What follows belongs to an exercise in optimizing a design on an open flow for small area, a short achievable clock period and few clock cycles; a production flow would make more cautious choices. Where RTL was checked, it was by simulation tests only, not by an equivalence proof against the original. Function not checked in runs 1 to 6: the RTL went through the layout flow alone. No activity file was given, so power comes from the tool's default toggle rates.

===== flow/config.mk =====
export PLATFORM = sky130hd
export DESIGN_NAME = frame_loader
export DESIGN_NICKNAME = frame_loader
export VERILOG_FILES = /design/flow/design.v
export SDC_FILE = /design/flow/constraint.sdc
export NUM_CORES = 4
export LEC_CHECK = 0
export CAP_MARGIN = 20
export CORE_AREA = 5 5 235 235
export DIE_AREA = 0 0 240 240
export SETUP_SLACK_MARGIN = 3.0
export SLEW_MARGIN = 20
export SYNTH_HIERARCHICAL = 1
export SYNTH_MINIMUM_KEEP_SIZE = 0
export BUFFER_PORTS_ARGS = -buffer_cell sky130_fd_sc_hd__buf_1
export IO_CONSTRAINTS = /design/flow/flow/io.tcl

===== flow/constraint.sdc =====
create_clock -name core_clock -period 5.0 [get_ports {CLOCK_50}]
set_input_delay 1.0000 -clock core_clock [delete_from_list [all_inputs] [get_ports {CLOCK_50}]]
set_output_delay 1.0000 -clock core_clock [all_outputs]
set_load 0.01 [all_outputs]

===== flow/design.v =====
module frame_loader #(
    parameter int H_RES   = 640,
    parameter int V_RES   = 480,
    parameter int BPP     = 1,
    parameter int RAM_LAT = 1,
    parameter int ADDR_W  = 9,
    parameter int COORD_W = 11
) (
    input  logic           CLOCK_50,
    input  logic           reset_n,
    input  logic           start,
    input  logic           abort,
    input  logic           mirror,
    output logic           busy,
    output logic           done,
    output logic [ADDR_W-1:0]    read_addr,
    input  logic [H_RES*BPP-1:0] q,
    output logic [COORD_W-1:0]   pix_x,
    output logic [COORD_W-1:0]   pix_y,
    output logic [BPP-1:0]       pix_color,
    output logic                 pix_valid,
    input  logic                 pix_ready
);
    localparam int CW = 10;
    localparam int NC = 32;           
    localparam int NG = H_RES / NC;   
    localparam logic [CW-1:0]     X_LAST = H_RES - 1;
    localparam logic [ADDR_W-1:0] Y_LAST = V_RES - 1;
    localparam logic [CW-1:0]     PRE_FWD = '1;
    localparam logic [CW-1:0]     PRE_REV = H_RES;
    logic              busy_q, done_q, valid_q, wait_q, prime_q, first_q;
    logic [ADDR_W-1:0] y_q;
    logic              mirror_q, last_q, color_q;
    logic [CW-1:0]     x_q;
    logic [NG-1:0]     grp_n;
    logic [3:0]        lo_q;      
    logic [7:0]        hi_q;      
    logic [4:0]        g_q;       
    logic hs, row_start, step, fill, mir;
    logic pix_d;
    assign hs        = valid_q && pix_ready;
    assign row_start = !busy_q || hs && last_q;    
    assign step      = first_q || hs && !last_q;   
    assign fill      = prime_q || step;            
    assign mir       = busy_q ? mirror_q : mirror;
    logic [CW-1:0] x_next, x_next2, x_step;
    logic [CW-1:0] x_t, x_c1, x_c2;
    assign x_t = x_q ^ {CW{mirror_q}};
    always_comb begin
        x_c1[0] = 1'b1;
        x_c2[0] = 1'b0;
        x_c2[1] = 1'b1;
        for (int i = 1; i < CW; i++) x_c1[i] = x_c1[i-1] && x_t[i-1];
        for (int i = 2; i < CW; i++) x_c2[i] = x_c2[i-1] && x_t[i-1];
    end
    assign x_next  = x_q ^ x_c1;
    assign x_next2 = x_q ^ x_c2;
    logic [CW-1:0] x_d;
    logic          color_d;
    logic [CW-1:0] x_pre;
    assign x_pre = mir ? PRE_REV : PRE_FWD;
    for (genvar i = 0; i < CW; i++) begin : g_xmux
        fl_mux u_step (.s(step), .a(x_next[i]), .b(x_q[i]), .y(x_step[i]));
        fl_mux u_row (.s(row_start), .a(x_pre[i]), .b(x_step[i]), .y(x_d[i]));
    end
    fl_mux u_cmux (.s(step), .a(pix_d), .b(color_q), .y(color_d));
    logic [NC-1:0] csel;
    logic [NG-1:0] grp_d;
    always_comb
        for (int k = 0; k < NC; k++) csel[k] = lo_q[k % 4] && hi_q[k / 4];
    for (genvar j = 0; j < NG; j++) begin : g_grp
        fl_grp u (.d(q[NC*j +: NC]), .sel(csel), .y_n(grp_d[j]));
    end
    logic [NG-1:0] gsel;
    always_comb
        for (int j = 0; j < NG; j++) gsel[j] = g_q == 5'(j);
    assign pix_d = |(~grp_n & gsel);
    always_ff @(posedge CLOCK_50 or negedge reset_n) begin
        if (!reset_n) begin
            busy_q  <= 1'b0;
            done_q  <= 1'b0;
            valid_q <= 1'b0;
            wait_q  <= 1'b0;
            prime_q <= 1'b0;
            first_q <= 1'b0;
            y_q     <= '0;
        end else begin
            done_q <= 1'b0;
            if (!busy_q) begin
                if (start && !abort && !done_q) busy_q <= 1'b1;
                prime_q <= 1'b1;
            end else if (abort) begin
                busy_q  <= 1'b0;
                valid_q <= 1'b0;
                wait_q  <= 1'b0;
                prime_q <= 1'b0;
                first_q <= 1'b0;
                y_q     <= '0;
            end else if (valid_q) begin
                if (pix_ready && last_q) begin
                    valid_q <= 1'b0;
                    if (y_q == Y_LAST) begin
                        busy_q <= 1'b0;
                        done_q <= 1'b1;
                        y_q    <= '0;
                    end else begin
                        wait_q <= 1'b1;
                        y_q    <= y_q + 1'b1;
                    end
                end
            end else if (wait_q) begin
                wait_q  <= 1'b0;
                prime_q <= 1'b1;
            end else if (prime_q) begin
                prime_q <= 1'b0;
                first_q <= 1'b1;
            end else if (first_q) begin
                first_q <= 1'b0;
                valid_q <= 1'b1;
            end
        end
    end
    always_ff @(posedge CLOCK_50) begin
        if (!busy_q) mirror_q <= mirror;
        if (row_start) begin
            last_q <= 1'b0;
            g_q    <= mir ? 5'(NG - 1) : 5'd0;
        end else if (step) begin
            last_q  <= x_q == (mirror_q ? 10'd1 : X_LAST - 1'b1);
            g_q     <= x_next2[9:5];
        end
        x_q     <= x_d;
        color_q <= color_d;
        if (row_start) begin
            lo_q <= mir ? 4'b1000 : 4'b0001;
            hi_q <= mir ? 8'h80 : 8'h01;
        end else if (fill) begin
            lo_q <= mirror_q ? {lo_q[0], lo_q[3:1]} : {lo_q[2:0], lo_q[3]};
            if (mirror_q ? lo_q[0] : lo_q[3])
                hi_q <= mirror_q ? {hi_q[0], hi_q[7:1]} : {hi_q[6:0], hi_q[7]};
        end
        if (fill) grp_n <= grp_d;
    end
    assign busy      = busy_q;
    assign done      = done_q;
    assign read_addr = y_q;
    assign pix_x     = {{(COORD_W-CW){1'b0}}, x_q};
    assign pix_y     = {{(COORD_W-ADDR_W){1'b0}}, y_q};
    assign pix_color = color_q;
    assign pix_valid = valid_q;
endmodule
module fl_grp (
    input  logic [31:0] d,
    input  logic [31:0] sel,
    output logic        y_n
);
    assign y_n = !(|(d & sel));
endmodule
module fl_mux (
    input  logic s,
    input  logic a,
    input  logic b,
    output logic y
);
    assign y = s ? a : b;
endmodule

===== flow/flow/run.sh =====
#!/bin/bash
# The standard layout (standard.sh) with two changes to how it is made:
# every port is buffered by the smallest buffer, sky130_fd_sc_hd__buf_1,
# instead of the one buffer_ports picks; and the q pins are placed in bit
# order (flow/io.tcl) so that each 32-bit group of the colour select sits
# together on one edge.
set -euo pipefail
echo 'export BUFFER_PORTS_ARGS = -buffer_cell sky130_fd_sc_hd__buf_1' >> config.mk
echo "export IO_CONSTRAINTS = $PWD/flow/io.tcl" >> config.mk
if [[ -f flow/extra.mk ]]; then cat flow/extra.mk >> config.mk; fi
bash standard.sh > standard.log 2>&1

===== flow/flow/io.tcl =====
# q pins in bit order, 160 to a side, so each 32-bit group of the colour
# select sits together on one edge
set sides {bottom right top left}
for {set s 0} {$s < 4} {incr s} {
  set names {}
  for {set i [expr {$s * 160}]} {$i < [expr {($s + 1) * 160}]} {incr i} {
    lappend names "q\[$i\]"
  }
  set_io_pin_constraint -region [lindex $sides $s]:* -pin_names $names -group -order
}

===== flow/standard.sh =====
#!/bin/bash
# synth_recipe.tcl (not shown) runs the flow's synth.tcl, then flattens the netlist and writes it again
# the make line also repeats each setting of config.mk as NAME=value (left out here)
make -C /OpenROAD-flow-scripts/flow DESIGN_CONFIG=/design/flow/config.mk WORK_HOME=/design/flow/orfs CLKGATE_MAP_FILE= SYNTH_SCRIPT=/design/flow/synth_recipe.tcl "${@:-finish}"

==> summary.txt, run 1 <==
Max_slew headroom -> 44.31%
Max-slew violation count -> 0
DR DRC count -> 0
Peak supply drop -> 0.2332 mV
Cell Area, Synth -> 0.006955 mm²
Post-detail-place hpwl -> 40290 µm
Tcrit/Tclk final -> 41.24%
Placer Congestion -> 0.8776
Commonest non-fill, non-tap cell in the layout -> buf_1
Cell Chain, Critical Path -> buf_6 -> and2_4 -> a22oi_1 -> nand4_1 -> nor4_4
Status -> finished clean
H-tree depth -> 3
Fmax -> 485.0 MHz
Unrepaired setup endpoints after global routing -> true
Hold-fix buffers, CTS -> 0
Share of post-route cells with drive strength above 1 -> 20.87%
Buf/Inv on CP -> 1
Post-Route WL -> 75770 µm
Critical-path top delay cell -> nor4_4
Vias in the first global route -> 11.63k
Clock Path Buffers -> 2
Area grow syn2layout -> 81.78%
Initial core utilization -> 13.26%
Dominant synthesized flop cell -> edfxtp_1
Syn avg cell area -> 9.128 µm²
Async S/R FF share, synth -> 23.08%
Initial antenna violation count -> 13
Minimum clock period -> 2062 ps
GR Overflow Total -> 0
Leakage Power -> 4.030 nW
Tot GR Track Use -> 22.27%
Post-place setup slack -> 2023 ps
Kind of start point of the critical path -> flip-flop
Worst setup margin -> 2938 ps
Pwr per Cell Area -> 307.9 mW/mm²
Final Hold Fails -> 0
First-pass DRT Iterations -> 11
Number of synthesized flops with an enable pin -> 37
Unique masters post-synth -> 56
CP Class -> reg -> reg
Crit-path max FO -> 11
Req. time, crit path -> 5090 ps
Total Nets Final -> 2214
Sequential fraction of the synthesis area -> 25.11%
CTS Buf Count -> 9
Clock Pin Slew Worst Setup and Hold Paths -> 60 ps
Die width -> 240 µm
Endpoint class of the critical path -> flip-flop
Clk sink count -> 65
Clock insertion delay at the later pin of the skew report -> 330 ps
Most frequent cells in the layout -> buf_1, a22oi_1, nand4_1
First DRT Iteration DRCs -> 1270
CTS tree -> built
Ys Warns -> 7
Ports -> 681
Synth area leader -> a22oi_1
Flops & latches, synth -> 65
Total of max-cap violations -> 0
Pin count of the biggest net entering global routing -> 22
Count of input and output buffers -> 677
Die area -> 0.05760 mm²
Root buf cell -> clkbuf_16
Setup violators final -> 0
DRT antenna net count -> 0
Main area contributors after synthesis -> a22oi_1, edfxtp_1, nand4_1, dfrtp_1, mux2_4
Via/cell ratio -> 5.395
Core Area -> 0.05245 mm²
Worst Path Arrival -> 2160 ps
DR vias -> 12.22k
Top delay family on crit path -> simple AND/OR/NAND/NOR gates
Wire per inst -> 33.45 µm
Die Span Y -> 240 µm
Area share of the largest cell type after synthesis -> 32.60%
Mapped Cells -> 762
First-pass GRT wire length -> 89290 µm
Setup_tns -> 0 ps
Max Clock Skew -> 8.202 ps
HP Class -> reg -> reg
Row count -> 84
Slowest stage delay, CP -> 470 ps
Worst-Margin Slew -> 835.3 ps
what timing repair did:
action | 4_1_cts | 5_1_grt
pin swaps | 36 | 55
cloned | 20 | 12
gates resized for setup | 140 | 64
setup endpoints to repair | 98 | 50
setup buffers | 53 | 42
stage by stage:
step	hold slack [ps]	cell area [µm²]	instances	total power, mW	utilization, %
after detailed placement	507.9	10380	2117	2.486	19.79
final	517.9	12640	2265	3.893	24.11
after global placement	509.8	10380	2117	2.483	19.79
after CTS	517.2	11880	2206	3.636	22.65
after floorplan	512.6	7018	765	1.715	-
after global routing	533.2	12640	2263	4.044	24.10
synth_stat cells, drive strengths merged (3+ instances only):
master and n:
dfxtp 13, buf 20, nor2 27, xnor2 16, nor3b 4, edfxtp 37, nor2b 4, and2 32
a21oi 15, a31oi 6, nor3 3, nand2b 8, mux2 21, inv 9, a22oi 322, nor4 29
mux2i 16, o21ai 16, nand4 83, dfrtp 15, nand3 10, clkbuf 7, or3 5, nand2 12
logic make-up after synthesis:
logic type	after synthesis	share of synthesized area (%)
muxes	39	7.483
other	2	0.1080
DFF	65	25.11
and+or+nand+nor	227	21.08
buffers and inverters	37	3.076
AOI/OAI and AO/OA	373	40.69
xor gates and xnor gates	18	2.267
adders and majority gates	1	0.1799
final timing paths:
check	cells after the start	start	endpoint	slack, ps
worst max register to register	5	lo_q[0]$_DFFE_PP_	grp_n[19]$_DFFE_PP_	2940
worst min register to register	1	color_q$_DFF_P_	color_q$_DFF_P_	520
worst min-delay path	1	color_q$_DFF_P_	color_q$_DFF_P_	520
worst max-delay path	5	lo_q[0]$_DFFE_PP_	grp_n[19]$_DFFE_PP_	2940
min in group asynchronous	1	reset_n	y_q[1]$_DFFE_PN0P_	740
max in group asynchronous	1	reset_n	y_q[5]$_DFFE_PN0P_	3690
layout make-up:
type,count,area (µm²)
fill,5767,39800
multi-input combinational,692,5761
timing repair buffer,788,3856
sequential,65,1778
tap,688,860.8
clock buffer,11,264.0
clock inverter,5,58.81
inverter,10,46.29
antenna,5,12.51
timing repair inverter,1,6.256
state kept, by name, summed over array words and instances (netlist names), 4 cells and up:
name   flops
g_q        5
grp_n     20
hi_q       8
lo_q       4
x_q       10
y_q        9
per-module statistics from Yosys, one instance, submodules excluded:
module | cell area [µm²] | cells
fl_mux | 15.01 | 1
frame_loader | 3387 | 321
fl_grp | 162.7 | 21
report_power, final:
group          internal (mW)  switching [mW]
sequential             0.739           0.142
combinational          0.938            1.40
clock                  0.431           0.239
layer usage:
layer	vias up	share of wire [%]	routed length, µm	GRT usage, %
met5	-	0.046	35	0
met4	6	5.7	4324	11.00
met3	244	13	9912	7.181
met2	1172	45	34240	36.61
met1	5815	36	27260	26.18
li1	4983	-	-	-
==> inputs of run 2 (changes only) <==
--- a/flow/config.mk
+++ b/flow/config.mk
@@ -14,2 +14,3 @@
 export SYNTH_MINIMUM_KEEP_SIZE = 0
+export TNS_END_PERCENT = 5
 export BUFFER_PORTS_ARGS = -buffer_cell sky130_fd_sc_hd__buf_1
==> summary.txt, run 2 <==
Status -> finished clean
Max Clock Skew -> 12.14 ps (+3.936 ps)
Vias in the first global route -> 11.11k (-4.5%)
Crit-path max FO -> 7 (-4)
Async S/R FF share, synth -> 23.08% (unchanged)
Core Area -> 0.05245 mm² (unchanged)
Startpoint of the worst hold path -> color_q$_DFF_P_
Most frequent cell after synthesis -> a22oi_1
Total of max-cap violations -> 0 (unchanged)
GR Layer Usage met2 -> 33.15% (-3.5 points)
Cell Chain, Critical Path -> buf_1
Worst-Margin Slew -> 843.8 ps (+8.542 ps)
Via/cell ratio -> 5.400 (about the same)
Clock Pin Slew Worst Setup and Hold Paths -> 60 ps (about the same)
Clock insertion delay at the later pin of the skew report -> 340 ps (about the same)
CP Class -> reg -> out
Area share of the largest cell type after synthesis -> 32.60% (unchanged)
Initial core utilization -> 13.26% (unchanged)
Initial antenna violation count -> 11 (-2)
H-tree depth -> 3 (unchanged)
Post-Route WL -> 72340 µm (-4.5%)
Clk sink count -> 65 (unchanged)
Peak supply drop -> 0.1378 mV (-41%)
Number of synthesized flops with an enable pin -> 37 (unchanged)
Die Span Y -> 240 µm (unchanged)
Fmax -> 459.4 MHz (-5.3%)
Max reg flops -> 20 (unchanged)
Buf/Inv on CP -> 1 (unchanged)
Top delay family on crit path -> flip-flops
Most frequent cells in the layout -> buf_1, a22oi_1, nand4_1
Die width -> 240 µm (unchanged)
Pwr per Cell Area -> 310.7 mW/mm² (+0.90%)
Flops & latches, synth -> 65 (unchanged)
Tcrit/Tclk final -> 43.54% (+2.3 points)
Area grow syn2layout -> 67.82%
First-pass DRT Iterations -> 7 (-4)
Final Hold Fails -> 0 (unchanged)
HP Class -> reg -> reg
Max-slew violation count -> 0 (unchanged)
CTS tree -> built
Cell Area, Synth -> 0.006955 mm² (unchanged)
DRT antenna net count -> 0 (unchanged)
Post-detail-place hpwl -> 41110 µm (+2.0%)
Req. time, crit path -> 4000 ps (-1090 ps)
Synth area leader -> a22oi_1
Placer Congestion -> 0.8863 (+0.99%)
Met1 global-route usage -> 23.20% (-3.0 points)
Largest reg by FF count -> grp_n
CTS Buf Count -> 9 (unchanged)
Endpoint class of the critical path -> primary output
Syn avg cell area -> 9.128 µm² (unchanged)
Busiest grt layer -> met2
Die area -> 0.05760 mm² (unchanged)
Row count -> 84 (unchanged)
Kind of start point of the critical path -> flip-flop
Setup_tns -> 0 ps (unchanged)
Commonest cells post-synth -> a22oi_1, nand4_1, edfxtp_1
Ys Warns -> 7 (unchanged)
Unrepaired setup endpoints after global routing -> true
Worst setup margin -> 2823 ps (-115.0 ps)
Wire per inst -> 32.65 µm (-2.4%)
Count of input and output buffers -> 677 (unchanged)
Root buf cell -> clkbuf_16
First-pass GRT wire length -> 83170 µm (-6.8%)
Worst Path Arrival -> 1180 ps (-980 ps)
Critical-path top delay cell -> dfxtp_1
Dominant synthesized flop cell -> edfxtp_1
Biggest regs -> grp_n x20, x_q x10, y_q x9
Launching point of the worst reg2reg path -> lo_q[1]$_SDFFCE_PP0P_
Unique masters post-synth -> 56 (unchanged)
Max_slew headroom -> 43.74% (-0.57 points)
Pin count of the biggest net entering global routing -> 30 (+36%)
Clock Path Buffers -> 2 (unchanged)
Sequential fraction of the synthesis area -> 25.11% (unchanged)
Fill cells -> 5854 (+1.5%)
Mapped Cells -> 762 (unchanged)
Commonest non-fill, non-tap cell in the layout -> buf_1
Minimum clock period -> 2177 ps (+115.0 ps)
Tot GR Track Use -> 20.32% (-1.9 points)
DR vias -> 11.97k (-2.1%)
Slowest stage delay, CP -> 470 ps (about the same)
Post-place setup slack -> 1961 ps (-61.97 ps)
Total Nets Final -> 2166 (-2.2%)
GR Overflow Total -> 0 (unchanged)
Main area contributors after synthesis -> a22oi_1, edfxtp_1, nand4_1, dfrtp_1, mux2_4
Worst setup path startpoint -> x_q[2]$_DFF_P_
Grt met3 use -> 6.779% (-0.40 points)
Setup violators final -> 0 (unchanged)
Leakage Power -> 3.658 nW (-9.2%)
First DRT Iteration DRCs -> 1635 (+29%)
Ports -> 681 (unchanged)
DR DRC count -> 0 (unchanged)
Share of post-route cells with drive strength above 1 -> 15.94% (-4.9 points)
-- run 2: stage by stage --
stage,total power [mW],util [%],cell area (µm²),instances,hold WS [ps]
5_1_grt,3.768,22.24,11660,2213,510.8
2_1_floorplan,1.713,-,7009,765,512.6
6_report,3.626,22.26,11670,2216,510.3
3_5_place_dp,2.506,19.77,10370,2117,491.6
4_1_cts,3.370,21.34,11190,2170,506.2
3_3_place_gp,2.499,19.77,10370,2117,482.7
-- run 2: per-module statistics from Yosys (local to each module, per instance) --
| module | cells inside | copies in the design |
|---|---|---|
| fl_grp | 21 | 20 |
| fl_mux | 1 | 21 |
| frame_loader | 321 | 1 |
-- run 2: kinds of logic after synthesis --
kind of cell,synth area share (%)
AO/OA/AOI/OAI,40.69
XOR/XNOR,2.267
adder cells (fa/ha/maj),0.1799
buffers and inverters,3.076
flip-flops,25.11
multiplexers,7.483
other,0.1080
AND/OR/NAND/NOR,21.08
-- run 2: final timing paths --
| check | endpoint | depth (start not counted) | slack (ps) |
|---|---|---|---|
| setup reg to reg | grp_n[11]$_DFFE_PP_ | 6 | 2830 |
| hold reg to reg | color_q$_DFF_P_ | 1 | 510 |
| max in group asynchronous | busy_q$_DFF_PN0_ | 1 | 3670 |
| setup / recovery | pix_x[2] | 1 | 2820 |
| min in group asynchronous | y_q[3]$_DFFE_PN0P_ | 1 | 750 |
| hold / removal | color_q$_DFF_P_ | 1 | 510 |
-- run 2: layer usage --
layer	wire [µm]	part of all wire [%]
met1	25380	35
met2	32850	45
met3	9039	12
met4	5005	6.9
met5	68	0.094
-- run 2: what timing repair did --
action,CTS,global route
setup buffers,29,27
cloned,8,15
resized for setup,74,41
endpoints found under the setup margin,97,71
hold buffers,0,0
pin swaps,16,26
hold endpoints to repair,0,0
-- run 2: area by class of cell --
type                       instances  area, µm²  area share (%)
sequential                        65       1755           15.04
clock inverter                     7      45.04          0.3859
timing repair inverter             1      8.758         0.07504
clock buffer                       9      225.2           1.929
inverter                          10      51.30          0.4395
antenna                            4      10.01         0.08575
multi-input combinational        685       5534           47.41
tap                              688      860.8           7.375
timing repair buffer             747       3182           27.26
-- run 2: where the power goes --
part | switching [mW] | internal, mW | total [mW]
clock network | 0.251 | 0.335 | 0.585
registers | 0.166 | 0.733 | 0.899
logic | 1.33 | 0.811 | 2.14
total | 1.75 | 1.88 | 3.63
==> inputs of run 3 (changes only) <==
--- a/flow/design.v
+++ b/flow/design.v
@@ -34,3 +34,3 @@
     logic [CW-1:0]     x_q;
-    logic [NG-1:0]     grp_n;
+    logic [NG-1:0]     grp_q;     
     logic [3:0]        lo_q;      
@@ -71,3 +71,7 @@
     for (genvar j = 0; j < NG; j++) begin : g_grp
-        fl_grp u (.d(q[NC*j +: NC]), .sel(csel), .y_n(grp_d[j]));
+        logic [3:0] oct;
+        for (genvar i = 0; i < 4; i++) begin : g_oct
+            fl_oct u (.d(q[NC*j + 8*i +: 8]), .sel(csel[8*i +: 8]), .y(oct[i]));
+        end
+        assign grp_d[j] = |oct;
     end
@@ -76,3 +80,3 @@
         for (int j = 0; j < NG; j++) gsel[j] = g_q == 5'(j);
-    assign pix_d = |(~grp_n & gsel);
+    assign pix_d = |(grp_q & gsel);
     always_ff @(posedge CLOCK_50 or negedge reset_n) begin
@@ -141,3 +145,3 @@
         end
-        if (fill) grp_n <= grp_d;
+        if (fill) grp_q <= grp_d;
     end
@@ -151,8 +155,8 @@
 endmodule
-module fl_grp (
-    input  logic [31:0] d,
-    input  logic [31:0] sel,
-    output logic        y_n
+module fl_oct (
+    input  logic [7:0] d,
+    input  logic [7:0] sel,
+    output logic       y
 );
-    assign y_n = !(|(d & sel));
+    assign y = |(d & sel);
 endmodule
--- a/flow/config.mk
+++ b/flow/config.mk
@@ -10,3 +10,3 @@
 export DIE_AREA = 0 0 240 240
-export SETUP_SLACK_MARGIN = 3.0
+export SETUP_SLACK_MARGIN = 2.7
 export SLEW_MARGIN = 20
==> summary.txt, run 3 <==
Tcrit/Tclk final -> 48.98% (+5.4 points)
Kind of start point of the critical path -> flip-flop
Multi-input logic area -> 0.004910 mm² (-11%)
Clock Pin Slew Worst Setup and Hold Paths -> 60 ps (about the same)
Internal power -> 1.734 mW (-7.7%)
Endpoint class of the critical path -> flip-flop
Minimum clock period -> 2449 ps (+272.2 ps)
Placer Congestion -> 0.8165 (-7.9%)
RR Endpoint -> grp_q[5]$_DFFE_PP_
H-tree depth -> 3 (unchanged)
Biggest regs -> grp_q x20, x_q x10, y_q x9
Setup_tns -> 0 ps (unchanged)
Pin count of the biggest net entering global routing -> 30 (unchanged)
Final Total Pwr -> 3.065 mW (-15%)
Sequential fraction of the synthesis area -> 25.84% (+0.73 points)
Count of input and output buffers -> 677 (unchanged)
Placed Area -> 0.01007 mm² (-2.9%)
Commonest non-fill, non-tap cell in the layout -> buf_1
Metal2 WL -> 23780 µm (-28%)
Setup crit end -> grp_q[5]$_DFFE_PP_
CTS tree -> built
DR DRC count -> 0 (unchanged)
Ys Warns -> 7 (unchanged)
Unique masters post-synth -> 60 (+7.1%)
Number of synthesized flops with an enable pin -> 37 (unchanged)
Total Nets Final -> 2068 (-4.5%)
Area share of the largest cell type after synthesis -> 35.54% (+2.9 points)
Area grow syn2layout -> 54.81%
Row count -> 84 (unchanged)
Power share of the combinational group -> 49.3% (-9.8 points)
Total of max-cap violations -> 0 (unchanged)
Worst setup path startpoint -> lo_q[3]$_DFFE_PP_
Max_slew headroom -> 23.69% (-20 points)
NetSw -> 1.331 mW (-24%)
Root buf cell -> clkbuf_16
Synth area leader -> a22oi_1
CP Class -> reg -> reg
First-pass GRT wire length -> 69820 µm (-16%)
Async S/R FF share, synth -> 23.08% (unchanged)
Worst Path Arrival -> 2480 ps (+1300 ps)
Final instance area -> 0.01046 mm² (-10%)
Clk sink count -> 65 (unchanged)
Clock insertion delay at the later pin of the skew report -> 340 ps (about the same)
Post-Route WL -> 55610 µm (-23%)
Max-slew violation count -> 0 (unchanged)
Core Area -> 0.05245 mm² (unchanged)
First-pass DRT Iterations -> 5 (-2)
Flops & latches, synth -> 65 (unchanged)
Status -> finished clean
M1 WL -> 21920 µm (-14%)
Switching portion of total power -> 43.43% (-4.8 points)
DR top layer -> met5
Final Hold Fails -> 0 (unchanged)
Crit-path max FO -> 20 (+13)
Initial antenna violation count -> 1 (-10)
Cell Area, Synth -> 0.006759 mm² (-2.8%)
First DRT Iteration DRCs -> 1101 (-33%)
Commonest cells post-synth -> a22oi_1, nand4_1, edfxtp_1
DR vias -> 10.72k (-10%)
Die Span Y -> 240 µm (unchanged)
Fmax -> 408.3 MHz (-11%)
Dominant synthesized flop cell -> edfxtp_1
Launching point of the worst reg2reg path -> lo_q[3]$_DFFE_PP_
Die width -> 240 µm (unchanged)
Syn avg cell area -> 8.976 µm² (-1.7%)
Max Clock Skew -> 9.520 ps (-2.618 ps)
Share of post-route cells with drive strength above 1 -> 6.872% (-9.1 points)
DR WL met3 -> 7569 µm (-16%)
Main area contributors after synthesis -> a22oi_1, edfxtp_1, nand4_1, dfrtp_1, mux2_4
HP Class -> reg -> reg
Reg2reg setup slack -> 2550 ps (-280 ps)
Vias in the first global route -> 9616 (-13%)
Fill cells -> 5950 (+1.6%)
DRT antenna net count -> 0 (unchanged)
GR Overflow Total -> 0 (unchanged)
Pwr per Cell Area -> 292.9 mW/mm² (-5.7%)
Worst reg-to-reg path cell count -> 4 (-2)
# diodes -> 0 (-4)
Sequential cell area -> 0.001747 mm² (-0.50%)
Via/cell ratio -> 5.072 (-6.1%)
Clock Path Buffers -> 2 (unchanged)
Req. time, crit path -> 5030 ps (+1030 ps)
Unrepaired setup endpoints after global routing -> true
Leakage Power -> 3.133 nW (-14%)
Most frequent cells in the layout -> buf_1, a22oi_1, nand4_1
Ports -> 681 (unchanged)
Reg power frac -> 29.1% (+4.3 points)
Max reg flops -> 20 (unchanged)
Tot GR Track Use -> 17.25% (-3.1 points)
Most frequent cell after synthesis -> a22oi_1
Largest reg by FF count -> grp_q
CTS Buf Count -> 9 (unchanged)
Setup violators final -> 0 (unchanged)
Initial core utilization -> 12.89% (-0.37 points)
Wire per inst -> 26.31 µm (-19%)
Worst-Margin Slew -> 1145 ps (+300.8 ps)
Post-detail-place hpwl -> 35370 µm (-14%)
Mapped Cells -> 753 (-1.2%)
Clock network power share -> 21.7% (+5.6 points)
Peak supply drop -> 0.1548 mV (+12%)
Die area -> 0.05760 mm² (unchanged)
run 3: cell count changes after synthesis, moves of 4 or more:
cell | previous run | this run
a22oi_2 | 20 | 0
nor4_2 | 20 | 0
or4_1 | 1 | 21
a22oi_1 | 302 | 320
xnor2_1 | 16 | 6
xor2_1 | 2 | 10
nand2_1 | 12 | 19
nor4_1 | 9 | 2
o21ai_0 | 16 | 10
nor2_1 | 27 | 22
a31oi_1 | 6 | 2
nand2b_1 | 8 | 4
run 3: modules after synthesis (local to each module, per instance):
module,copies in the design,flip-flops and latches,cells
frame_loader,1,65,332
fl_oct,80,0,5
fl_mux,21,0,1
run 3: cell families after synthesis:
| kind of cell | count (synthesis) | share of synthesized area (%) |
|---|---|---|
| adders and majority gates | 1 | 0.1851 |
| and+or+nand+nor | 220 | 19.73 |
| buffers and inverters | 39 | 3.165 |
| muxes | 44 | 8.849 |
| xor gates and xnor gates | 16 | 2.073 |
| DFF | 65 | 25.84 |
| other | 2 | 0.1111 |
| AOI/OAI and AO/OA | 366 | 40.04 |
run 3: per-layer routing:
metal / vias to the layer above / GRT usage, %
li1: 4618 / -
met1: 5034 / 22.07
met2: 924 / 26.55
met3: 144 / 6.515
met4: 2 / 6.345
met5: - / 0
run 3: stage by stage:
stage	utilization [%]	instances	hold slack (ps)	setup WS, ps
after detailed placement	19.19	2095	486.4	2021
final	19.95	2114	502.6	2551
after global routing	19.95	2114	510.2	2516
after global placement	19.19	2095	479.6	2073
after CTS	19.90	2113	500.5	2561
after floorplan	-	756	470.6	2592
run 3: power by group through the flow:
| stage | Sequential (mW) | Clock [mW] | Combinational, mW |
|---|---|---|---|
| floorplan | 0.828 | 0 | 0.773 |
| global placement | 0.895 | 0 | 1.45 |
| detailed placement | 0.896 | 0 | 1.46 |
| CTS | 0.890 | 0.682 | 1.49 |
| global route | 0.913 | 0.704 | 1.61 |
| finish | 0.891 | 0.664 | 1.51 |
run 3: worst min-delay path by stage:
stage	slack, ps	startpoint	endpoint	cells after the start
6_report	500	color_q$_DFF_P_	color_q$_DFF_P_	1
5_1_grt	510	color_q$_DFF_P_	color_q$_DFF_P_	1
4_1_cts	500	color_q$_DFF_P_	color_q$_DFF_P_	1
3_5_place_dp	490	color_q$_DFF_P_	color_q$_DFF_P_	1
3_3_place_gp	480	color_q$_DFF_P_	color_q$_DFF_P_	1
2_1_floorplan	470	last_q$_SDFFE_PP0P_	last_q$_SDFFE_PP0P_	2
run 3: timing repair:
item                                    CTS  global route
endpoints found under the setup margin   74            69
resized for setup                        29             3
buffers inserted                          2             1
hold buffers                              0             0
run 3: cell type report:
cell class                      instances  share of cell area, %
Tap cell                              688                  8.227
Timing Repair Buffer                  683                  24.75
Multi-Input combinational cell        652                  46.92
Inverter                               10                 0.3946
Clock buffer                           11                  2.631
Sequential cell                        65                  16.69
Clock inverter                          5                 0.3826
run 3: worst max-delay path: stages (launching register included):
cell and delay (ps):
edfxtp_1 520, and2_2 600, a22oi_1 310, nand4_1 110, or4_1 570
==> inputs of run 4 (changes only) <==
--- a/flow/config.mk
+++ b/flow/config.mk
@@ -10,3 +10,3 @@
 export DIE_AREA = 0 0 240 240
-export SETUP_SLACK_MARGIN = 2.7
+export SETUP_SLACK_MARGIN = 3.3
 export SLEW_MARGIN = 20
==> summary.txt, run 4 <==
Die width -> 240 µm (unchanged)
Hold-fix buffers, CTS -> 0 (unchanged)
Ys Warns -> 7 (unchanged)
Hold Path End -> color_q$_DFF_P_
Worst Path Arrival -> 2260 ps (-220 ps)
Post-detail-place hpwl -> 35290 µm (-0.24%)
Flops & latches, synth -> 65 (unchanged)
Finished Layout Cells -> 2217 (+4.9%)
Most frequent cells in the layout -> buf_1, a22oi_1, nand4_1
GR Layer Usage met2 -> 35.45% (+8.9 points)
First DRT Iteration DRCs -> 1511 (+37%)
Vias in the first global route -> 9962 (+3.6%)
Async S/R FF share, synth -> 23.08% (unchanged)
CP Class -> reg -> reg
Total Nets Final -> 2159 (+4.4%)
Setup_tns -> 0 ps (unchanged)
WHS Path Cells -> 1 (unchanged)
Minimum clock period -> 2204 ps (-244.9 ps)
GR Overflow Total -> 0 (unchanged)
Clock Pin Slew Worst Setup and Hold Paths -> 60 ps (about the same)
Peak supply drop -> 0.2511 mV (+62%)
Fmax -> 453.7 MHz (+11%)
Most frequent cell after synthesis -> a22oi_1
Unique masters post-synth -> 60 (unchanged)
Post-synthesis xor/xnor area fraction -> 2.073% (unchanged)
Crit-path max FO -> 20 (unchanged)
Tot GR Track Use -> 22.18% (+4.9 points)
Post-Route WL -> 75820 µm (+36%)
Max-slew violation count -> 0 (unchanged)
Final Hold Fails -> 0 (unchanged)
CTS tree -> built
RR Endpoint -> grp_q[5]$_DFFE_PP_
Wire per inst -> 34.20 µm (+30%)
Mapped Cells -> 753 (unchanged)
Commonest non-fill, non-tap cell in the layout -> buf_1
Unrepaired setup endpoints after global routing -> true
DR vias -> 11.77k (+9.7%)
Compound-Gate Fraction of Synth Area -> 40.04% (unchanged)
Post-synthesis simple-gate area fraction -> 19.73% (unchanged)
Share of post-route cells with drive strength above 1 -> 14.83% (+8.0 points)
Sequential fraction of the synthesis area -> 25.84% (unchanged)
Cell Area, Synth -> 0.006759 mm² (unchanged)
Startpoint of the worst hold path -> color_q$_DFF_P_
Biggest regs -> grp_q x20, x_q x10, y_q x9
Max Clock Skew -> 9.528 ps (+0.008330 ps)
Total of max-cap violations -> 0 (unchanged)
Max_slew headroom -> 40.26% (+17 points)
Post-synthesis mux area share -> 8.849% (unchanged)
Commonest cells post-synth -> a22oi_1, nand4_1, edfxtp_1
First-pass DRT Iterations -> 6 (+1)
Worst reg-to-reg path cell count -> 5 (+1)
Count of input and output buffers -> 677 (unchanged)
Met1 global-route usage -> 27.48% (+5.4 points)
Main area contributors after synthesis -> a22oi_1, edfxtp_1, nand4_1, dfrtp_1, mux2_4
Synth area leader -> a22oi_1
Pwr per Cell Area -> 300.7 mW/mm² (+2.7%)
Tcrit/Tclk final -> 44.08% (-4.9 points)
Via/cell ratio -> 5.308 (+4.6%)
Row count -> 84 (unchanged)
Grt met3 use -> 6.160% (-0.36 points)
Max reg flops -> 20 (unchanged)
DR DRC count -> 0 (unchanged)
Clock Path Buffers -> 2 (unchanged)
First-pass GRT wire length -> 85140 µm (+22%)
Leakage Power -> 3.622 nW (+16%)
CTS Buf Count -> 9 (unchanged)
Core Area -> 0.05245 mm² (unchanged)
Placed cell count -> 2093 (-0.095%)
HP Class -> reg -> reg
Kind of start point of the critical path -> flip-flop
Placer Congestion -> 0.7915 (-3.1%)
Status -> finished clean
Req. time, crit path -> 5060 ps (+30 ps)
Reg2reg setup slack -> 2800 ps (+240 ps)
Ports -> 681 (unchanged)
Busiest grt layer -> met2
Root buf cell -> clkbuf_16
H-tree depth -> 3 (unchanged)
Largest reg by FF count -> grp_q
DRT antenna net count -> 0 (unchanged)
Area grow syn2layout -> 70.07%
Pin count of the biggest net entering global routing -> 26 (-13%)
Fill cells -> 5841 (-1.8%)
Adder-Cell Fraction of Synth Area -> 0.1851% (unchanged)
Worst-Margin Slew -> 896.1 ps (-248.6 ps)
Setup violators final -> 0 (unchanged)
Die Span Y -> 240 µm (unchanged)
Syn avg cell area -> 8.976 µm² (unchanged)
Launching point of the worst reg2reg path -> lo_q[3]$_DFFE_PP_
Area share of the largest cell type after synthesis -> 35.54% (unchanged)
Clock insertion delay at the later pin of the skew report -> 340 ps (about the same)
Clk sink count -> 65 (unchanged)
Largest family of logic cells by synthesized area -> compound AO/OA/AOI/OAI gates
Endpoint class of the critical path -> flip-flop
Initial antenna violation count -> 11 (+10)
Number of synthesized flops with an enable pin -> 37 (unchanged)
Dominant synthesized flop cell -> edfxtp_1
Die area -> 0.05760 mm² (unchanged)
Initial core utilization -> 12.89% (unchanged)
-- run 4: changes by cell type in the layout (fill, tap and decap cells not counted), sizes merged --
cell    previous run  this run
buf              683       726
diode              0        12
and2              36        84
inv               12        10
clkinv             1         3
-- run 4: cell type report --
type                    count  area [µm²]  area share (%)
flip-flops and latches     65        1770           15.40
inverters                  10       46.29          0.4027
diodes                     12       30.03          0.2612
well taps                 688       860.8           7.489
clock inverters             5       28.78          0.2504
repair buffers            726        3050           26.54
multi-input cells         700        5454           47.45
clock buffers              11       254.0           2.210
-- run 4: logic make-up after synthesis --
group / after synthesis
AOI/OAI and AO/OA: 366
xor gates and xnor gates: 16
adders and majority gates: 1
buffers and inverters: 39
DFF: 65
muxes: 44
other: 2
and+or+nand+nor: 220
-- run 4: routing by layer --
layer | vias up | part of all wire, %
li1 | 4870 | -
met1 | 5625 | 38
met2 | 1059 | 44
met3 | 213 | 12
met4 | 0 | 5.8
met5 | - | 0
-- run 4: critical path, stage by stage, from the launching register on --
cell,delay [ps]
edfxtp_1,370
buf_4,240
and2_4,360
a22oi_1,220
nand4_1,120
or4_4,590
-- run 4: timing repair --
item | 4_1_cts | 5_1_grt
cloned | 37 | 11
pin swaps | 25 | 11
resized for setup | 105 | 28
endpoints found under the setup margin | 130 | 130
buffers inserted | 23 | 25
-- run 4: per-module statistics from Yosys (local to each module, per instance) --
| module | cells inside | copies in the design | flip-flops and latches | cell area (µm²) |
|---|---|---|---|---|
| fl_mux | 1 | 21 | 0 | 15.01 |
| fl_oct | 5 | 80 | 0 | 36.28 |
| frame_loader | 332 | 1 | 65 | 3541 |
-- run 4: metrics by stage --
step           setup WS, ps  util, %  hold slack, ps  power [mW]  area [µm²]
4_1_cts                2869    20.99           503.8       3.306       11010
3_5_place_dp           2170    19.20           491.6       2.341       10070
2_1_floorplan          2753        -           469.3       1.605        6798
3_3_place_gp           2180    19.20           486.4       2.330       10070
6_report               2796    21.92           499.2       3.456       11490
5_1_grt                2781    21.87           533.1       3.580       11470
-- run 4: how the worst max path moves through the flow --
stage	endpoint	slack, ps	cells after the start	startpoint
final	grp_q[5]$_DFFE_PP_	2800	5	lo_q[3]$_DFFE_PP_
after global routing	grp_q[5]$_DFFE_PP_	2780	6	lo_q[1]$_SDFFCE_PP0P_
after CTS	grp_q[0]$_DFFE_PP_	2870	5	lo_q[3]$_DFFE_PP_
after detailed placement	g_q[4]$_DFFE_PP_	2170	6	pix_ready
after global placement	g_q[4]$_DFFE_PP_	2180	6	pix_ready
after floorplan	x_q[0]$_DFF_P_	2750	5	pix_ready
-- run 4: where the power goes --
group	switching [mW]	internal, mW
clock network	0.240	0.363
registers	0.145	0.739
logic	1.19	0.776
total	1.58	1.88
==> inputs of run 5 (changes only) <==
--- a/flow/config.mk
+++ b/flow/config.mk
@@ -10,3 +10,3 @@
 export DIE_AREA = 0 0 240 240
-export SETUP_SLACK_MARGIN = 3.3
+export SETUP_SLACK_MARGIN = 3.0
 export SLEW_MARGIN = 20
@@ -14,3 +14,2 @@
 export SYNTH_MINIMUM_KEEP_SIZE = 0
-export TNS_END_PERCENT = 5
 export BUFFER_PORTS_ARGS = -buffer_cell sky130_fd_sc_hd__buf_1
==> summary.txt, run 5 <==
Status -> finished clean
H-tree depth -> 3 (unchanged)
Root buf cell -> clkbuf_16
Vias in the first global route -> 10.65k (+6.9%)
Top delay family on crit path -> simple AND/OR/NAND/NOR gates
Post-Route WL -> 83210 µm (+9.7%)
CTS Buf Count -> 9 (unchanged)
Most frequent cell after synthesis -> a22oi_1
Post-place setup slack -> 2152 ps (-18.49 ps)
RR Endpoint -> grp_q[10]$_DFFE_PP_
Worst Path Arrival -> 2190 ps (-70 ps)
Worst reg-to-reg path cell count -> 5 (unchanged)
Max-slew violation count -> 0 (unchanged)
Hold Path End -> y_q[8]$_DFFE_PN0P_
Tot GR Track Use -> 25.22% (+3.0 points)
GR Overflow Total -> 0 (unchanged)
Number of synthesized flops with an enable pin -> 37 (unchanged)
Finished Layout Cells -> 2233 (+0.72%)
Setup violators final -> 0 (unchanged)
First-pass DRT Iterations -> 6 (unchanged)
Main area contributors after synthesis -> a22oi_1, edfxtp_1, nand4_1, dfrtp_1, mux2_4
Fill cells -> 5866 (+0.43%)
Share of post-route cells with drive strength above 1 -> 23.34% (+8.5 points)
Async S/R FF share, synth -> 23.08% (unchanged)
Endpoint class of the critical path -> flip-flop
Flops & latches, synth -> 65 (unchanged)
Hold-fix buffers, CTS -> 0 (unchanged)
Wire per inst -> 37.26 µm (+9.0%)
Clock Path Buffers -> 2 (unchanged)
Max Clock Skew -> 7.332 ps (-2.196 ps)
Pwr per Cell Area -> 309.3 mW/mm² (+2.9%)
Peak supply drop -> 0.2034 mV (-19%)
Ys Warns -> 7 (unchanged)
WHS Path Cells -> 1 (unchanged)
Unrepaired setup endpoints after global routing -> true
Placer Congestion -> 0.8090 (+2.2%)
Max_slew headroom -> 42.90% (+2.6 points)
DR DRC count -> 0 (unchanged)
Count of input and output buffers -> 677 (unchanged)
CTS tree -> built
Worst hold-check slack -> 525.6 ps (+26.38 ps)
Minimum clock period -> 2132 ps (-71.93 ps)
Area share of the largest cell type after synthesis -> 35.54% (unchanged)
HP Class -> reg -> reg
Tcrit/Tclk final -> 42.64% (-1.4 points)
DRT antenna net count -> 0 (unchanged)
Cell Area, Synth -> 0.006759 mm² (unchanged)
Row count -> 84 (unchanged)
Largest reg by FF count -> grp_q
Die width -> 240 µm (unchanged)
Clock Pin Slew Worst Setup and Hold Paths -> 70 ps (about the same)
Post-detail-place hpwl -> 35350 µm (+0.17%)
Via/cell ratio -> 5.300 (-0.13%)
Total Nets Final -> 2180 (+0.97%)
Total of max-cap violations -> 0 (unchanged)
Leakage Power -> 3.793 nW (+4.7%)
Buf/Inv on CP -> 1 (unchanged)
Final Hold Fails -> 0 (unchanged)
Startpoint of the worst hold path -> y_q[8]$_DFFE_PN0P_
Worst-Margin Slew -> 856.5 ps (-39.53 ps)
DR vias -> 11.84k (+0.59%)
Cell Chain, Critical Path -> buf_4 -> and2_4 -> a22oi_1 -> nand4_1 -> or4_1
Worst setup path startpoint -> lo_q[3]$_DFFE_PP_
Biggest regs -> grp_q x20, x_q x10, y_q x9
Pin count of the biggest net entering global routing -> 21 (-19%)
Ports -> 681 (unchanged)
Clock insertion delay at the later pin of the skew report -> 350 ps (about the same)
Synth area leader -> a22oi_1
Worst setup margin -> 2868 ps (+71.93 ps)
Clk sink count -> 65 (unchanged)
First DRT Iteration DRCs -> 1102 (-27%)
Slowest stage delay, CP -> 550 ps (-40 ps)
Req. time, crit path -> 5060 ps (about the same)
Dominant synthesized flop cell -> edfxtp_1
Commonest non-fill, non-tap cell in the layout -> buf_1
Crit-path max FO -> 17 (-15%)
Fmax -> 469.0 MHz (+3.4%)
First-pass GRT wire length -> 95690 µm (+12%)
Most frequent cells in the layout -> buf_1, a22oi_1, and2_4
Mapped Cells -> 753 (unchanged)
Core Util, Final -> 23.18% (+1.3 points)
CP Class -> reg -> reg
Initial core utilization -> 12.89% (unchanged)
Max reg flops -> 20 (unchanged)
Syn avg cell area -> 8.976 µm² (unchanged)
Sequential fraction of the synthesis area -> 25.84% (unchanged)
Setup_tns -> 0 ps (unchanged)
Die area -> 0.05760 mm² (unchanged)
Critical-path top delay cell -> or4_1
Kind of start point of the critical path -> flip-flop
Unique masters post-synth -> 60 (unchanged)
Core Area -> 0.05245 mm² (unchanged)
Launching point of the worst reg2reg path -> lo_q[3]$_DFFE_PP_
Area grow syn2layout -> 79.88%
Die Span Y -> 240 µm (unchanged)
Initial antenna violation count -> 4 (-7)
Commonest cells post-synth -> a22oi_1, nand4_1, edfxtp_1
Reg2reg setup slack -> 2870 ps (+70 ps)
Placed cell count -> 2093 (unchanged)
## run 5: changes by cell type in the layout (fill, tap and decap cells not counted), sizes merged
cell      previous run  this run
inv                 10        11
and2                84       102
clkinv               3         4
diode               12         7
clkbuf              11        12
clkinvlp             2         1
bufinv               0         1
## run 5: Yosys stat by module, one instance, submodules excluded
module / cells / flip-flops and latches
fl_mux: 1 / 0
fl_oct: 5 / 0
frame_loader: 332 / 65
## run 5: stage by stage
stage,area [µm²],power [mW]
final,12160,3.761
after global routing,12140,3.867
after CTS,11850,3.616
after detailed placement,10440,2.382
after global placement,10440,2.368
after floorplan,7169,1.640
## run 5: layout make-up
cell class	instances	area (µm²)	area share, %
clock inverters	6	66.31	0.5454
inverters	10	56.30	0.4631
multi-input cells	718	6087	50.07
flip-flops and latches	65	1789	14.72
well taps	688	860.8	7.080
diodes	7	17.52	0.1441
repair inverters	1	8.758	0.07204
clock buffers	10	239.0	1.966
repair buffers	728	3033	24.95
## run 5: cells by family after synthesis
logic type / synth area share, %
adder cells (fa/ha/maj): 0.1851
XOR/XNOR: 2.073
buffers and inverters: 3.165
other: 0.1111
flip-flops: 25.84
AO/OA/AOI/OAI: 40.04
multiplexers: 8.849
AND/OR/NAND/NOR: 19.73
## run 5: worst max path at each step
stage	depth (start not counted)	to	slack [ps]
after floorplan	5	x_q[0]$_DFF_P_	2760
after global placement	6	g_q[4]$_DFFE_PP_	2160
after detailed placement	6	g_q[4]$_DFFE_PP_	2150
after CTS	5	grp_q[4]$_DFFE_PP_	2910
after global routing	6	x_q[7]$_DFF_P_	2860
final	5	grp_q[10]$_DFFE_PP_	2870
## run 5: routing by layer
layer | track usage, % | wire length [µm] | share of wire (%) | vias to the layer above
met3 | 6.412 | 8595 | 10 | 185
met5 | 0 | 138 | 0.17 | -
met4 | 9.216 | 3869 | 4.6 | 4
li1 | - | - | - | 4953
met2 | 41.90 | 38010 | 46 | 988
met1 | 31.65 | 32590 | 39 | 5706
## run 5: repair_timing
item / CTS / global route
endpoints found under the setup margin: 98 / 55
buffers inserted: 43 / 6
pin swaps: 47 / 17
resized for setup: 166 / 43
cloned: 56 / 12
## run 5: worst register-to-register path: stages (launching register included)
cell and delay (ps):
edfxtp_1 380, buf_4 230, and2_4 320, a22oi_1 230, nand4_1 130, or4_1 550
## run 5: power by group
| part | internal, mW | switching, mW |
|---|---|---|
| Sequential | 0.743 | 0.128 |
| Combinational | 0.852 | 1.36 |
| Clock | 0.402 | 0.274 |
==> inputs of run 6 (changes only) <==
--- a/flow/design.v
+++ b/flow/design.v
@@ -30,3 +30,3 @@
     localparam logic [CW-1:0]     PRE_REV = H_RES;
-    logic              busy_q, done_q, valid_q, wait_q, prime_q, first_q;
+    logic              busy_q, done_q, valid_q, wait_q, prime_q;
     logic [ADDR_W-1:0] y_q;
@@ -42,4 +42,4 @@
     assign row_start = !busy_q || hs && last_q;    
-    assign step      = first_q || hs && !last_q;   
-    assign fill      = prime_q || step;            
+    assign step      = prime_q || hs && !last_q;   
+    assign fill      = step;                       
     assign mir       = busy_q ? mirror_q : mirror;
@@ -65,3 +65,5 @@
     end
-    fl_mux u_cmux (.s(step), .a(pix_d), .b(color_q), .y(color_d));
+    logic color_n;
+    assign color_n = prime_q ? (mirror_q ? q[H_RES-1] : q[0]) : pix_d;
+    fl_mux u_cmux (.s(step), .a(color_n), .b(color_q), .y(color_d));
     logic [NC-1:0] csel;
@@ -88,3 +90,2 @@
             prime_q <= 1'b0;
-            first_q <= 1'b0;
             y_q     <= '0;
@@ -100,3 +101,2 @@
                 prime_q <= 1'b0;
-                first_q <= 1'b0;
                 y_q     <= '0;
@@ -119,5 +119,2 @@
                 prime_q <= 1'b0;
-                first_q <= 1'b1;
-            end else if (first_q) begin
-                first_q <= 1'b0;
                 valid_q <= 1'b1;
@@ -138,3 +135,3 @@
         if (row_start) begin
-            lo_q <= mir ? 4'b1000 : 4'b0001;
+            lo_q <= mir ? 4'b0100 : 4'b0010;
             hi_q <= mir ? 8'h80 : 8'h01;
--- a/flow/config.mk
+++ b/flow/config.mk
@@ -10,3 +10,3 @@
 export DIE_AREA = 0 0 240 240
-export SETUP_SLACK_MARGIN = 3.0
+export SETUP_SLACK_MARGIN = 2.9
 export SLEW_MARGIN = 20
@@ -14,2 +14,3 @@
 export SYNTH_MINIMUM_KEEP_SIZE = 0
+export TNS_END_PERCENT = 5
 export BUFFER_PORTS_ARGS = -buffer_cell sky130_fd_sc_hd__buf_1
==> summary.txt, run 6 <==
Async S/R FF share, synth -> 21.88% (-1.2 points)
H-tree depth -> 3 (unchanged)
DRT antenna net count -> 0 (unchanged)
Leakage Power -> 3.544 nW (-6.6%)
Kind of start point of the critical path -> flip-flop
Clock Pin Slew Worst Setup and Hold Paths -> 50 ps (-20 ps)
First-pass GRT wire length -> 73910 µm (-23%)
Area grow syn2layout -> 69.35%
CTS tree -> built
Total of max-cap violations -> 0 (unchanged)
Final instance area -> 0.01134 mm² (-6.7%)
Die Span Y -> 240 µm (unchanged)
HP Class -> reg -> reg
Worst reg-to-reg path cell count -> 5 (unchanged)
Unrepaired setup endpoints after global routing -> true
Dominant synthesized flop cell -> edfxtp_1
Tcrit/Tclk final -> 45.49% (+2.8 points)
Status -> finished clean
DR DRC count -> 0 (unchanged)
CTS Buf Count -> 9 (unchanged)
CP Class -> reg -> reg
Max reg flops -> 20 (unchanged)
Worst Path Arrival -> 2320 ps (+130 ps)
Die area -> 0.05760 mm² (unchanged)
Pwr per Cell Area -> 293.3 mW/mm² (-5.2%)
Max-slew violation count -> 0 (unchanged)
Unique masters post-synth -> 53 (-12%)
Die width -> 240 µm (unchanged)
Initial core utilization -> 12.77% (-0.11 points)
First DRT Iteration DRCs -> 1424 (+29%)
Commonest cells post-synth -> a22oi_1, nand4_1, edfxtp_1
Most frequent cells in the layout -> buf_1, a22oi_1, nand4_1
Placer Congestion -> 0.8130 (+0.49%)
Reg2reg setup slack -> 2730 ps (-140 ps)
Synth area leader -> a22oi_1
Setup_tns -> 0 ps (unchanged)
Mapped Cells -> 752 (-0.13%)
Setup violators final -> 0 (unchanged)
Largest reg by FF count -> grp_q
Max_slew headroom -> 37.73% (-5.2 points)
WHS Path Cells -> 1 (unchanged)
Cell Area, Synth -> 0.006699 mm² (-0.89%)
Worst-Margin Slew -> 933.4 ps (+76.88 ps)
Vias in the first global route -> 9762 (-8.4%)
Most frequent cell after synthesis -> a22oi_1
Flops & latches, synth -> 64 (-1.5%)
DR vias -> 11.94k (+0.88%)
Endpoint class of the critical path -> flip-flop
Placed Area -> 0.01002 mm² (-4.0%)
Ports -> 681 (unchanged)
Pin count of the biggest net entering global routing -> 30 (+43%)
Final Hold Fails -> 0 (unchanged)
Row count -> 84 (unchanged)
Req. time, crit path -> 5050 ps (about the same)
Sequential fraction of the synthesis area -> 25.70% (-0.14 points)
Post-detail-place hpwl -> 35500 µm (+0.42%)
Biggest regs -> grp_q x20, x_q x10, y_q x9
Root buf cell -> clkbuf_16
Clk sink count -> 64 (-1.5%)
Syn avg cell area -> 8.908 µm² (-0.76%)
Crit-path max FO -> 20 (+3)
Peak supply drop -> 0.2115 mV (+4.0%)
Share of post-route cells with drive strength above 1 -> 13.76% (-9.6 points)
Core Area -> 0.05245 mm² (unchanged)
Tot GR Track Use -> 18.42% (-6.8 points)
Initial antenna violation count -> 13 (+9)
Ys Warns -> 7 (unchanged)
Commonest non-fill, non-tap cell in the layout -> buf_1
Total Nets Final -> 2154 (-1.2%)
First-pass DRT Iterations -> 6 (unchanged)
Number of synthesized flops with an enable pin -> 37 (unchanged)
Post-Route WL -> 74510 µm (-10%)
Clock insertion delay at the later pin of the skew report -> 340 ps (about the same)
Clock Path Buffers -> 2 (unchanged)
GR Overflow Total -> 0 (unchanged)
Count of input and output buffers -> 677 (unchanged)
Fmax -> 439.7 MHz (-6.3%)
Area share of the largest cell type after synthesis -> 35.86% (+0.32 points)
Fill cells -> 5899 (+0.56%)
Hold-fix buffers, CTS -> 0 (unchanged)
Max Clock Skew -> 6.593 ps (-0.7393 ps)
Via/cell ratio -> 5.400 (+1.9%)
Main area contributors after synthesis -> a22oi_1, edfxtp_1, nand4_1, dfrtp_1, mux2_4
Minimum clock period -> 2275 ps (+142.3 ps)
Wire per inst -> 33.70 µm (-9.6%)
## run 6: worst paths after layout
check / from / to
worst max-delay path: lo_q[3]$_SDFFCE_PP0P_ / grp_q[0]$_DFFE_PP_
worst min-delay path: color_q$_DFF_P_ / color_q$_DFF_P_
worst max register to register: lo_q[3]$_SDFFCE_PP0P_ / grp_q[0]$_DFFE_PP_
worst min register to register: color_q$_DFF_P_ / color_q$_DFF_P_
max in group asynchronous: reset_n / busy_q$_DFF_PN0_
min in group asynchronous: reset_n / y_q[8]$_DFFE_PN0P_
## run 6: cell type report
cell class	instances	area [µm²]	share of cell area, %
clock inverter	4	53.80	0.4742
multi-input combinational	696	5364	47.28
tap	688	860.8	7.588
timing repair inverter	1	7.507	0.06617
sequential	64	1725	15.21
inverter	9	37.54	0.3309
timing repair buffer	726	2979	26.26
antenna	11	27.53	0.2426
clock buffer	12	289.0	2.548
## run 6: Yosys stat by module (local to each module, per instance)
module        cells inside  area (µm²)  flops+latches  times used
frame_loader           331        3481             64           1
fl_oct                   5       36.28              0          80
fl_mux                   1       15.01              0          21
## run 6: worst max-delay path, cell delays in order, from the launching register on
cell and delay [ps]:
edfxtp_1 440, buf_4 200, and2_4 330, a22oi_1 220, nand4_1 140, or4_4 610
## run 6: cells by family (layout without fill, tap and decap cells)
logic type,count (synthesis),count (layout),synth area share (%)
other,2,16,0.1121
AO/OA/AOI/OAI,370,371,40.62
XOR/XNOR,16,16,2.092
multiplexers,43,43,8.461
adder cells (fa/ha/maj),1,1,0.1867
buffers and inverters,35,752,3.026
flip-flops,64,64,25.70
AND/OR/NAND/NOR,221,260,19.80
## run 6: report_power, final
| group | total, mW | internal, mW | switching, mW |
|---|---|---|---|
| registers | 0.823 | 0.692 | 0.131 |
| clock network | 0.711 | 0.463 | 0.248 |
| logic | 1.79 | 0.670 | 1.12 |
## run 6: layer usage
metal | part of all wire, % | vias to the layer above | global-route usage, % | routed length, µm
li1 | - | 4856 | - | -
met1 | 36 | 5627 | 21.73 | 26840
met2 | 45 | 1213 | 30.79 | 33620
met3 | 13 | 234 | 6.641 | 9969
met4 | 5.3 | 10 | 6.860 | 3968
met5 | 0.16 | - | 0 | 119
## run 6: metrics by stage
stage               power, mW  hold slack [ps]  setup slack, ps  utilization, %  std cells
floorplan               1.461            516.3             2593               -        755
global placement        2.159            476.6             2020           19.10       2096
detailed placement      2.164            494.9             1986           19.10       2096
CTS                     2.973            516.9             2704           20.23       2130
global route            3.422            527.2             2705           21.58       2200
finish                  3.328            519.9             2726           21.63       2211
## run 6: repair_timing
item	4_1_cts	5_1_grt
endpoints found under the setup margin	79	54
cloned	8	33
resized for setup	47	67
buffers inserted	10	37
pin swaps	12	33
==> inputs of run 7 (changes only) <==
--- a/flow/design.v
+++ b/flow/design.v
@@ -77,3 +77,6 @@
         end
-        assign grp_d[j] = |oct;
+        logic [1:0] pair_n;
+        fl_nor2 u_p0 (.a(oct[0]), .b(oct[1]), .y(pair_n[0]));
+        fl_nor2 u_p1 (.a(oct[2]), .b(oct[3]), .y(pair_n[1]));
+        fl_nand2 u_g (.a(pair_n[0]), .b(pair_n[1]), .y(grp_d[j]));
     end
@@ -152,2 +155,8 @@
 endmodule
+module fl_nor2 (input logic a, b, output logic y);
+    assign y = !(a || b);
+endmodule
+module fl_nand2 (input logic a, b, output logic y);
+    assign y = !(a && b);
+endmodule
 module fl_oct (
--- a/flow/config.mk
+++ b/flow/config.mk
@@ -14,3 +14,3 @@
 export SYNTH_MINIMUM_KEEP_SIZE = 0
-export TNS_END_PERCENT = 5
+export TNS_END_PERCENT = 25
 export BUFFER_PORTS_ARGS = -buffer_cell sky130_fd_sc_hd__buf_1
==> summary.txt, run 7 <==
CTS tree -> built
Met1 global-route usage -> 20.66% (-1.1 points)
Via/cell ratio -> 5.070 (-6.1%)
Synth area leader -> a22oi_1
Die Span Y -> 240 µm (unchanged)
Internal power -> 1.693 mW (-7.2%)
Worst Path Arrival -> 1180 ps (-1140 ps)
Ys Warns -> 7 (unchanged)
Buf/Inv on CP -> 1 (unchanged)
Commonest cells post-synth -> a22oi_1, nand4_1, nor2_1
Endpoint class of the critical path -> primary output
Status -> finished clean
Biggest regs -> grp_q x20, x_q x10, y_q x9
CP Class -> reg -> out
Clk sink count -> 64 (unchanged)
HP Class -> reg -> reg
Mapped Cells -> 784 (+4.3%)
Async S/R FF share, synth -> 21.88% (unchanged)
Flops & latches, synth -> 64 (unchanged)
Top delay family on crit path -> flip-flops
Core Util, Final -> 20.20% (-1.4 points)
Most frequent cell after synthesis -> a22oi_1
Unique masters post-synth -> 56 (+5.7%)
Syn avg cell area -> 8.613 µm² (-3.3%)
Fill cells -> 5957 (+0.98%)
Total of max-cap violations -> 0 (unchanged)
Ports -> 681 (unchanged)
Commonest non-fill, non-tap cell in the layout -> buf_1
Die area -> 0.05760 mm² (unchanged)
Die width -> 240 µm (unchanged)
Minimum clock period -> 2183 ps (-91.46 ps)
Multi-input logic area -> 0.005001 mm² (-6.8%)
Number of synthesized flops with an enable pin -> 37 (unchanged)
# diodes -> 0 (-11)
Pin count of the biggest net entering global routing -> 32 (+6.7%)
Pwr per Cell Area -> 282.1 mW/mm² (-3.8%)
Switching portion of total power -> 43.34% (-1.8 points)
Wire per inst -> 25.54 µm (-24%)
GR Overflow Total -> 0 (unchanged)
Worst-Margin Slew -> 788.0 ps (-145.4 ps)
Power share of the combinational group -> 49.7% (-4.2 points)
Leakage Power -> 3.187 nW (-10%)
DR vias -> 10.92k (-8.6%)
Kind of start point of the critical path -> flip-flop
Clock network power share -> 21.9% (+0.5 points)
Busiest grt layer -> met2
First DRT Iteration DRCs -> 1278 (-10%)
Largest reg by FF count -> grp_q
Post-detail-place hpwl -> 35080 µm (-1.2%)
Slowest stage delay, CP -> 450 ps (-160 ps)
Sequential cell area -> 0.001730 mm² (+0.29%)
First-pass GRT wire length -> 68660 µm (-7.1%)
Root buf cell -> clkbuf_16
Area grow syn2layout -> 56.87%
Dominant synthesized flop cell -> edfxtp_1
Req. time, crit path -> 4000 ps (-1050 ps)
CTS Buf Count -> 9 (unchanged)
Initial core utilization -> 12.88% (+0.10 points)
Initial antenna violation count -> 0 (-13)
DR DRC count -> 0 (unchanged)
Setup violators final -> 0 (unchanged)
Core Area -> 0.05245 mm² (unchanged)
Cell Chain, Critical Path -> buf_1
Area share of the largest cell type after synthesis -> 35.69% (-0.17 points)
Grt met3 use -> 3.636% (-3.0 points)
Tot GR Track Use -> 16.79% (-1.6 points)
Count of input and output buffers -> 677 (unchanged)
Max-slew violation count -> 0 (unchanged)
Placer Congestion -> 0.8051 (-0.97%)
Share of post-route cells with drive strength above 1 -> 7.167% (-6.6 points)
Main area contributors after synthesis -> a22oi_1, edfxtp_1, nand4_1, dfrtp_1, mux2_4
Final Hold Fails -> 0 (unchanged)
Post-Route WL -> 54980 µm (-26%)
Crit-path max FO -> 6 (-70%)
Max Clock Skew -> 4.455 ps (-2.138 ps)
Cell Area, Synth -> 0.006753 mm² (+0.80%)
NetSw -> 1.295 mW (-14%)
DRT antenna net count -> 0 (unchanged)
Setup_tns -> 0 ps (unchanged)
Clock Path Buffers -> 2 (unchanged)
Tcrit/Tclk final -> 43.66% (-1.8 points)
Row count -> 84 (unchanged)
H-tree depth -> 3 (unchanged)
Fmax -> 458.1 MHz (+4.2%)
First-pass DRT Iterations -> 6 (unchanged)
Clock Pin Slew Worst Setup and Hold Paths -> 50 ps (about the same)
Critical-path top delay cell -> dfrtp_1
Clock insertion delay at the later pin of the skew report -> 330 ps (about the same)
Total Nets Final -> 2107 (-2.2%)
Unrepaired setup endpoints after global routing -> true
Max reg flops -> 20 (unchanged)
GR Layer Usage met2 -> 28.83% (-2.0 points)
Vias in the first global route -> 9818 (+0.57%)
Reg power frac -> 28.4% (+3.7 points)
Sequential fraction of the synthesis area -> 25.50% (-0.20 points)
Peak supply drop -> 0.1756 mV (-17%)
Max_slew headroom -> 47.47% (+9.7 points)
Most frequent cells in the layout -> buf_1, a22oi_1, nand4_1
[run 7: changes by cell type after synthesis, sizes merged, moves of 3 or more]
| cell | delta |
|---|---|
| nor2 | +44 |
| or4 | -17 |
| nand2 | +10 |
| nand3 | -6 |
| clkbuf | +5 |
| and3 | +4 |
| buf | -4 |
| mux2 | -4 |
| and2 | +3 |
| nor3 | +3 |
| o21ai | -3 |
| or3 | -3 |
[run 7: per-module statistics from Yosys, one instance, submodules excluded]
module / area, µm² / flip-flops and latches / cells inside
fl_mux: 15.01 / 0 / 1
fl_nand2: 3.754 / 0 / 1
frame_loader: 3309 / 64 / 303
fl_oct: 36.28 / 0 / 5
fl_nor2: 3.754 / 0 / 1
[run 7: cells by family after synthesis]
kind of cell	count (synthesis)	synth area share, %
AO/OA/AOI/OAI	369	40.30
AND/OR/NAND/NOR	255	20.42
flip-flops	64	25.50
multiplexers	41	8.393
buffers and inverters	34	2.761
XOR/XNOR	18	2.335
other	2	0.1112
adder cells (fa/ha/maj)	1	0.1853
[run 7: timing repair]
item | 4_1_cts | 5_1_grt
hold buffers | 0 | 0
gates resized for setup | 38 | 13
pin swaps | 1 | 3
endpoints found under the setup margin | 56 | 57
setup buffers | 0 | 6
cloned | 0 | 2
[run 7: through the flow]
step	instances	hold slack, ps	total power [mW]	cell area (µm²)	setup slack, ps
floorplan	787	516.9	1.525	6805	2864
global placement	2129	476.9	2.235	10090	2404
detailed placement	2129	481.4	2.246	10090	2392
CTS	2145	494.2	2.929	10480	2762
global route	2153	531.3	3.125	10590	2789
finish	2153	497.1	2.988	10590	2817
[run 7: routing by layer]
layer  share of wire [%]  vias to the layer above
li1                    -                     4703
met1                  37                     5191
met2                  47                      882
met3                  11                      140
met4                 4.4                        0
met5                   0                        -
[run 7: power groups by stage]
stage               clock network (mW)  registers (mW)  logic (mW)
detailed placement                   0           0.844        1.40
global route                     0.691           0.863        1.57
floorplan                            0           0.781       0.745
CTS                              0.660           0.842        1.43
finish                           0.654           0.849        1.48
global placement                     0           0.842        1.39
[run 7: cell type report]
class	instances	area share [%]
Clock buffer	10	2.162
Tap cell	688	8.127
Clock inverter	6	0.7914
Multi-Input combinational cell	690	47.21
Timing Repair Buffer	688	25.08
Sequential cell	64	16.34
Inverter	7	0.2953
[run 7: path summary, 6_finish.rpt]
| path | startpoint | to | slack (ps) | depth (start not counted) |
|---|---|---|---|---|
| min | color_q$_DFF_P_ | color_q$_DFF_P_ | 500 | 1 |
| max | y_q[2]$_DFFE_PN0P_ | read_addr[2] | 2820 | 1 |
| min reg2reg | color_q$_DFF_P_ | color_q$_DFF_P_ | 500 | 1 |
| min in group asynchronous | reset_n | done_q$_DFF_PN0_ | 730 | 1 |
| max reg2reg | lo_q[3]$_SDFFCE_PP0P_ | grp_q[6]$_DFFE_PP_ | 2880 | 6 |
| max in group asynchronous | reset_n | busy_q$_DFF_PN0_ | 3690 | 1 |
Testbench counts of run 7, summed over its fixed seeds: cycles 4,930,576.

## separate check: timing with driven ports
In the flow no input, the clock included, has a driving cell. The finished layouts below were timed again as built, in two steps. Step 1, drivers: a clkbuf_16 drives CLOCK_50 and a buf_2 each remaining input, both assumed. Step 2, shift: input delay + t, output delay - t, t = (earliest + latest rising clock arrival at the registers) / 2. This alone moves slack from input paths to output paths. Slacks: ideal / step 1 / step 2; pairs: ideal / step 1.
run	shift t [ns]	setup WS [ns]	worst setup path after step 2	clock arrival spread, ns	pins driven straight from the clock port
run 1	0.370	2.938 / 2.938 / 2.689	input to register	0.009 / 0.009	1
run 2	0.366	2.823 / 2.790 / 2.606	input to register	0.012 / 0.013	1
run 3	0.383	2.551 / 2.551 / 2.283	input to register	0.009 / 0.010	1
run 4	0.390	2.796 / 2.791 / 2.436	input to register	0.010 / 0.009	1
run 5	0.399	2.868 / 2.868 / 2.552	input to register	0.009 / 0.009	1
run 6	0.386	2.725 / 2.725 / 2.430	input to register	0.007 / 0.006	1
run 7	0.353	2.817 / 2.788 / 2.562	input to register	0.005 / 0.004	1
After both steps every run listed still meets setup and hold. The setup slack of run 4, which loses most, moves by -0.005 ns with the drivers and by -0.360 ns with both steps.
